Background: an optimization exercise with open tools, aiming at small area. Do not read the settings as production practice. The RTL was checked by simulation tests, not by an equivalence proof against the original design. No activity file was given, so power comes from the tool's default toggle rates.

==> run a <==
## regfile_mp
module regfile_mp
#(
  parameter  int DW    = 32,
  parameter  int DEPTH = 32,
  parameter  int NRD   = 2,
  localparam int AW    = $clog2(DEPTH)
) (
  input  logic              clk,
  input  logic              rst_,
  input  logic              clr_req,
  output logic              ready,
  input  logic              we0,
  input  logic [AW-1:0]     waddr0,
  input  logic [DW-1:0]     wdata0,
  input  logic              we1,
  input  logic [AW-1:0]     waddr1,
  input  logic [DW-1:0]     wdata1,
  input  logic [NRD-1:0]    re,
  input  logic [NRD*AW-1:0] raddr,
  output logic [NRD*DW-1:0] rdata,
  output logic [NRD-1:0]    perr
);
==> module regfile_mp_wbit, before the edit <==
module regfile_mp_wbit (
  input  logic s1_i,
  input  logic w1_i,
  input  logic s0_i,
  input  logic w0_i,
  input  logic h_i,
  input  logic q_i,
  output logic d_o
);
  assign d_o = (s1_i & w1_i) | (s0_i & w0_i) | (h_i & q_i);
endmodule
==> module regfile_mp_rd3, before the edit <==
module regfile_mp_rd3 (
  input  logic [2:0] s_i,
  input  logic [2:0] d_i,
  output logic       y_no
);
  assign y_no = ~|(s_i & d_i);
endmodule
==> module regfile_mp_rdport, before the edit <==
module regfile_mp_rdport
#(
  parameter int DW    = 32,
  parameter int AW    = 5,
  parameter int DEPTH = 32
) (
  input  logic                      run_i,     
  input  logic                      re_i,
  input  logic [AW-1:0]             raddr_i,
  input  logic                      we0_i,
  input  logic [AW-1:0]             waddr0_i,
  input  logic [DW-1:0]             wdata0_i,
  input  logic                      we1_i,
  input  logic [AW-1:0]             waddr1_i,
  input  logic [DW-1:0]             wdata1_i,
  input  logic [DEPTH-1:1]          nowr_i,    
  input  logic [(DEPTH-1)*DW-1:0]   arr_i,     
  output logic [DW-1:0]             rdata_o
);
  localparam int NSRC = DEPTH + 1;        
  localparam int NGRP = (NSRC + 2) / 3;
  logic                       act, hit1, hit0, byp1, byp0;
  logic [3*NGRP-1:0]          sel;
  logic [DW-1:0]              src [3*NGRP];
  logic [NGRP-1:0]            grp_n [DW];
  assign act      = run_i && re_i && (raddr_i != '0);
  assign hit1     = we1_i && (waddr1_i == raddr_i);
  assign hit0     = we0_i && (waddr0_i == raddr_i);
  assign byp1     = act && hit1;
  assign byp0     = act && !hit1 && hit0;
  always_comb begin
    sel    = '0;
    sel[0] = byp1;
    sel[1] = byp0;
    for (int i = 1; i < DEPTH; i++) begin
      sel[i+1] = act && (raddr_i == AW'(i)) && nowr_i[i];
    end
    for (int k = 0; k < 3*NGRP; k++) src[k] = '0;
    src[0] = wdata1_i;
    src[1] = wdata0_i;
    for (int i = 1; i < DEPTH; i++) begin
      src[i+1] = arr_i[(i-1)*DW +: DW];
    end
  end
  for (genvar b = 0; b < DW; b++) begin : g_bit
    for (genvar g = 0; g < NGRP; g++) begin : g_grp
      regfile_mp_rd3 u_rd3 (
        .s_i  (sel[3*g +: 3]),
        .d_i  ({src[3*g+2][b], src[3*g+1][b], src[3*g][b]}),
        .y_no (grp_n[b][g])
      );
    end
    assign rdata_o[b] = ~&grp_n[b];
  end
endmodule
==> module regfile_mp, before the edit <==
module regfile_mp
#(
  parameter  int DW    = 32,
  parameter  int DEPTH = 32,
  parameter  int NRD   = 2,
  localparam int AW    = $clog2(DEPTH)
) (
  input  logic              clk,
  input  logic              rst_,
  input  logic              clr_req,
  output logic              ready,
  input  logic              we0,
  input  logic [AW-1:0]     waddr0,
  input  logic [DW-1:0]     wdata0,
  input  logic              we1,
  input  logic [AW-1:0]     waddr1,
  input  logic [DW-1:0]     wdata1,
  input  logic [NRD-1:0]    re,
  input  logic [NRD*AW-1:0] raddr,
  output logic [NRD*DW-1:0] rdata,
  output logic [NRD-1:0]    perr
);
  localparam logic [AW-1:0] LAST_ADDR  = AW'(DEPTH - 1);
  localparam logic [AW-1:0] FIRST_ADDR = AW'(1);
  logic          state_q, state_d;    
  logic [AW-1:0] cnt_q, cnt_d;
  logic          run;
  logic [DEPTH-1:1][DW-1:0] regs_q, regs_d;
  logic [DEPTH-1:1]         wdec1, wdec0, nowr, wr1, wr0, hold;
  always_ff @(posedge clk) begin
    if (!rst_) begin
      state_q <= 1'b0;
      cnt_q   <= FIRST_ADDR;
    end else begin
      state_q <= state_d;
      cnt_q   <= cnt_d;
    end
  end
  always_comb begin
    state_d = state_q;
    cnt_d   = cnt_q;
    if (!state_q) begin
      cnt_d = cnt_q + FIRST_ADDR;
      if (cnt_q == LAST_ADDR) begin
        state_d = 1'b1;
      end
    end else if (clr_req) begin
      state_d = 1'b0;
      cnt_d   = FIRST_ADDR;
    end
  end
  always_comb begin
    ready = rst_ && state_q;
    run   = ready;
  end
  always_comb begin
    for (int i = 1; i < DEPTH; i++) begin
      wdec1[i]  = we1 && (waddr1 == AW'(i));
      wdec0[i]  = we0 && (waddr0 == AW'(i));
      nowr[i]   = !wdec1[i] && !wdec0[i];
      wr1[i]    = state_q && wdec1[i];
      wr0[i]    = state_q && wdec0[i] && !wdec1[i];
      hold[i]   = state_q && nowr[i];
    end
  end
  for (genvar gi = 1; gi < DEPTH; gi++) begin : g_ent
    for (genvar b = 0; b < DW; b++) begin : g_bit
      regfile_mp_wbit u_wbit (
        .s1_i (wr1[gi]),
        .w1_i (wdata1[b]),
        .s0_i (wr0[gi]),
        .w0_i (wdata0[b]),
        .h_i  (hold[gi]),
        .q_i  (regs_q[gi][b]),
        .d_o  (regs_d[gi][b])
      );
    end
  end
  always_ff @(posedge clk) begin
    regs_q <= regs_d;
  end
  logic [(DEPTH-1)*DW-1:0] regs_flat;
  assign regs_flat = regs_q;
  for (genvar gi = 0; gi < NRD; gi++) begin : g_rd
    regfile_mp_rdport #(
      .DW   (DW),
      .AW   (AW),
      .DEPTH(DEPTH)
    ) u_rdport (
      .run_i    (run),
      .re_i     (re[gi]),
      .raddr_i  (raddr[gi*AW +: AW]),
      .we0_i    (we0),
      .waddr0_i (waddr0),
      .wdata0_i (wdata0),
      .we1_i    (we1),
      .waddr1_i (waddr1),
      .wdata1_i (wdata1),
      .nowr_i   (nowr),
      .arr_i    (regs_flat),
      .rdata_o  (rdata[gi*DW +: DW])
    );
  end
  assign perr = '0;
endmodule
export LEC_CHECK = 0
export CAP_MARGIN = 0
export CELL_PAD_IN_SITES_DETAIL_PLACEMENT = 1
export CELL_PAD_IN_SITES_GLOBAL_PLACEMENT = 1
export CORE_MARGIN = 2
export CORE_UTILIZATION = 40
export PLACE_DENSITY = 0.5
export SETUP_SLACK_MARGIN = 0.3
export SLEW_MARGIN = 0
export SYNTH_HIERARCHICAL = 1
export SYNTH_MINIMUM_KEEP_SIZE = 0
create_clock -name core_clock -period 6.0 [get_ports {clk}]
standard.sh (not shown) runs the stock make flow with config.mk's settings and CLKGATE_MAP_FILE= SYNTH_SCRIPT=/design/flow/synth_recipe.tcl, a recipe that flattens the netlist after the stock synthesis.
==> flow/flow/run.sh <==
#!/bin/bash
# The standard layout (standard.sh, unchanged synthesis) with two changes:
#  - ports are buffered with buf_2 instead of the default delay buffer (the
#    resizer may still upsize them)
#  - clock tree synthesis uses clkbuf_16, clusters up to 20 sinks within 60 um
#    per leaf buffer and inserts no dummy loads
# The ORFS logs stay under orfs/logs; make's own output goes to standard.log.
set -e
export BUFFER_PORTS_ARGS="-buffer_cell sky130_fd_sc_hd__buf_2"
export CTS_ARGS="-sink_clustering_enable -repair_clock_nets -dont_use_dummy_load -sink_clustering_size 20 -sink_clustering_max_diameter 60 -buf_list {sky130_fd_sc_hd__clkbuf_16}"
bash standard.sh > standard.log 2>&1
==> run b (differences from run a) <==
==> flow/design.v (replaced) <==
package regfile_mp_pkg;
  typedef enum logic {
    CLR = 1'b0,
    RUN = 1'b1
  } state_e;
  localparam int ZERO_ADDR = 0;
  localparam int PAR_MAXW = 64;
  function automatic logic even_parity(input logic [PAR_MAXW-1:0] d);
    return (^d);
  endfunction
endpackage
import regfile_mp_pkg::*;
module regfile_mp_rdport
#(
  parameter int DW = 32,
  parameter int AW = 5
) (
  input  logic          run_i,        
  input  logic          re_i,
  input  logic [AW-1:0] raddr_i,
  input  logic          we0_i,
  input  logic [AW-1:0] waddr0_i,
  input  logic [DW-1:0] wdata0_i,
  input  logic          we1_i,
  input  logic [AW-1:0] waddr1_i,
  input  logic [DW-1:0] wdata1_i,
  input  logic [DW-1:0] arr_data_i,   
  output logic [DW-1:0] rdata_o,
  output logic          perr_o
);
  always_comb begin
    rdata_o = '0;
    perr_o  = 1'b0;
    if (!run_i || !re_i || (raddr_i == AW'(ZERO_ADDR))) begin
      rdata_o = '0;
    end else if (we1_i && (waddr1_i == raddr_i)) begin
      rdata_o = wdata1_i;
    end else if (we0_i && (waddr0_i == raddr_i)) begin
      rdata_o = wdata0_i;
    end else begin
      rdata_o = arr_data_i;
    end
  end
endmodule
import regfile_mp_pkg::*;
module regfile_mp
#(
  parameter  int DW    = 32,
  parameter  int DEPTH = 32,
  parameter  int NRD   = 2,
  localparam int AW    = $clog2(DEPTH)
) (
  input  logic              clk,
  input  logic              rst_,
  input  logic              clr_req,
  output logic              ready,
  input  logic              we0,
  input  logic [AW-1:0]     waddr0,
  input  logic [DW-1:0]     wdata0,
  input  logic              we1,
  input  logic [AW-1:0]     waddr1,
  input  logic [DW-1:0]     wdata1,
  input  logic [NRD-1:0]    re,
  input  logic [NRD*AW-1:0] raddr,
  output logic [NRD*DW-1:0] rdata,
  output logic [NRD-1:0]    perr
);
  localparam logic [AW-1:0] LAST_ADDR  = AW'(DEPTH - 1);
  localparam logic [AW-1:0] FIRST_ADDR = AW'(1);
  regfile_mp_pkg::state_e state_q, state_d;
  logic [AW-1:0] cnt_q, cnt_d;
  logic          run;
  logic [DW-1:0] regs_q [DEPTH];
  always_ff @(posedge clk) begin
    if (!rst_) begin
      state_q <= CLR;
      cnt_q   <= FIRST_ADDR;
    end else begin
      state_q <= state_d;
      cnt_q   <= cnt_d;
    end
  end
  always_comb begin
    state_d = state_q;
    cnt_d   = cnt_q;
    if (state_q == CLR) begin
      cnt_d = cnt_q + FIRST_ADDR;
      if (cnt_q == LAST_ADDR) begin
        state_d = RUN;
      end
    end else if (clr_req) begin
      state_d = CLR;
      cnt_d   = FIRST_ADDR;
    end
  end
  always_comb begin
    ready = rst_ && (state_q == RUN);
    run   = ready;
  end
  always_ff @(posedge clk) begin
    if (rst_) begin
      if (state_q == CLR) begin
        regs_q[cnt_q] <= '0;
      end else begin
        if (we0 && (waddr0 != AW'(ZERO_ADDR))) begin
          regs_q[waddr0] <= wdata0;
        end
        if (we1 && (waddr1 != AW'(ZERO_ADDR))) begin
          regs_q[waddr1] <= wdata1;
        end
      end
    end
  end
  for (genvar gi = 0; gi < NRD; gi++) begin : g_rd
    logic [AW-1:0] rd_addr;
    logic [DW-1:0] rd_data;
    logic          rd_perr;
    assign rd_addr = raddr[gi*AW +: AW];
    regfile_mp_rdport #(
      .DW(DW),
      .AW(AW)
    ) u_rdport (
      .run_i      (run),
      .re_i       (re[gi]),
      .raddr_i    (rd_addr),
      .we0_i      (we0),
      .waddr0_i   (waddr0),
      .wdata0_i   (wdata0),
      .we1_i      (we1),
      .waddr1_i   (waddr1),
      .wdata1_i   (wdata1),
      .arr_data_i (regs_q[rd_addr]),
      .rdata_o    (rd_data),
      .perr_o     (rd_perr)
    );
    assign rdata[gi*DW +: DW] = rd_data;
    assign perr[gi]           = rd_perr;
  end
endmodule
Settings changed: CELL_PAD_IN_SITES_DETAIL_PLACEMENT 1 to not set, CELL_PAD_IN_SITES_GLOBAL_PLACEMENT 1 to not set, PLACE_DENSITY 0.5 to not set, SETUP_SLACK_MARGIN 0.3 to 0.2, SYNTH_HIERARCHICAL 1 to not set, SYNTH_MINIMUM_KEEP_SIZE 0 to not set.
==> comparison table <==
quantity	run b	run a
Result of the run	finished clean	finished clean
Multiplexer fraction of the synthesized cell area	0.1943	0.0002237
Total Nets Final	5284	4896
Power share of the clock group	0.357	0.453
GRT met3 Usage	0.07468	0.1164
Via count of the first global-routing pass	45940	50770
Critical R2R Capture	regs_q[16][9]	regs_q[423]
Achievable Freq	0.1817 GHz	0.1725 GHz
Maximum fanout encountered on the critical timing path	9	14
Core Footprint	151900 um^2	110800 um^2
Bufs w/o clock	359	395
Mapped Cells	5444	4341
Total GRT Usage	0.2956	0.4594
Part of the total power dissipated in sequential elements	0.544	0.507
Cell kind with the greatest summed area	sequential cells	multi-input gates
Combined area of the multi-input logic cells	27830 um^2	21490 um^2
Share of the synthesized area in compound gates (AO/OA/AOI/OAI)	0.1525	0.3900
Sequential power	7.90 mW	6.63 mW
Clock tree sinks	1030	998
Total clock network power	5.18 mW	5.92 mW
Number of cells on the critical path	7	12
Detailed-route vias per instance	6.682	8.456
Clock-pin slew reported for the worst setup and hold paths after clock tree synthesis	40 ps	60 ps
Area of the die	156200 um^2	114500 um^2

-- separate check: timing with driven ports --
The flow's constraints put no driver on any port. The routed layouts listed below were extracted and timed again, unchanged, in two steps.
Step 1 (the two cells are an assumption about what drives the block):
set clk [get_ports {clk}]
set_driving_cell -lib_cell sky130_fd_sc_hd__clkbuf_16 $clk
set_driving_cell -lib_cell sky130_fd_sc_hd__buf_2 [delete_from_list [all_inputs] $clk]
Step 2, shift: input delay + t, output delay - t, t = (earliest + latest rising clock arrival at the registers) / 2. This alone moves slack from input paths to output paths.
Slacks: ideal ports / drivers / drivers and shift; pairs: ideal ports / drivers.
run | t, ns | setup slack, ns | worst setup path at the end | clock arrival spread, ns | pins driven straight from the clock port
run a | 0.773 | 0.205 / 0.176 / 0.176 | input to output | 0.090 / 0.089 | 1
run b | 0.779 | 0.497 / 0.457 / 0.471 | input to output | 0.088 / 0.088 | 1
After both steps setup and hold are still met in every run listed. For run a, which loses most, drivers alone change the setup slack by -0.029 ns; drivers and shift together by -0.029 ns.
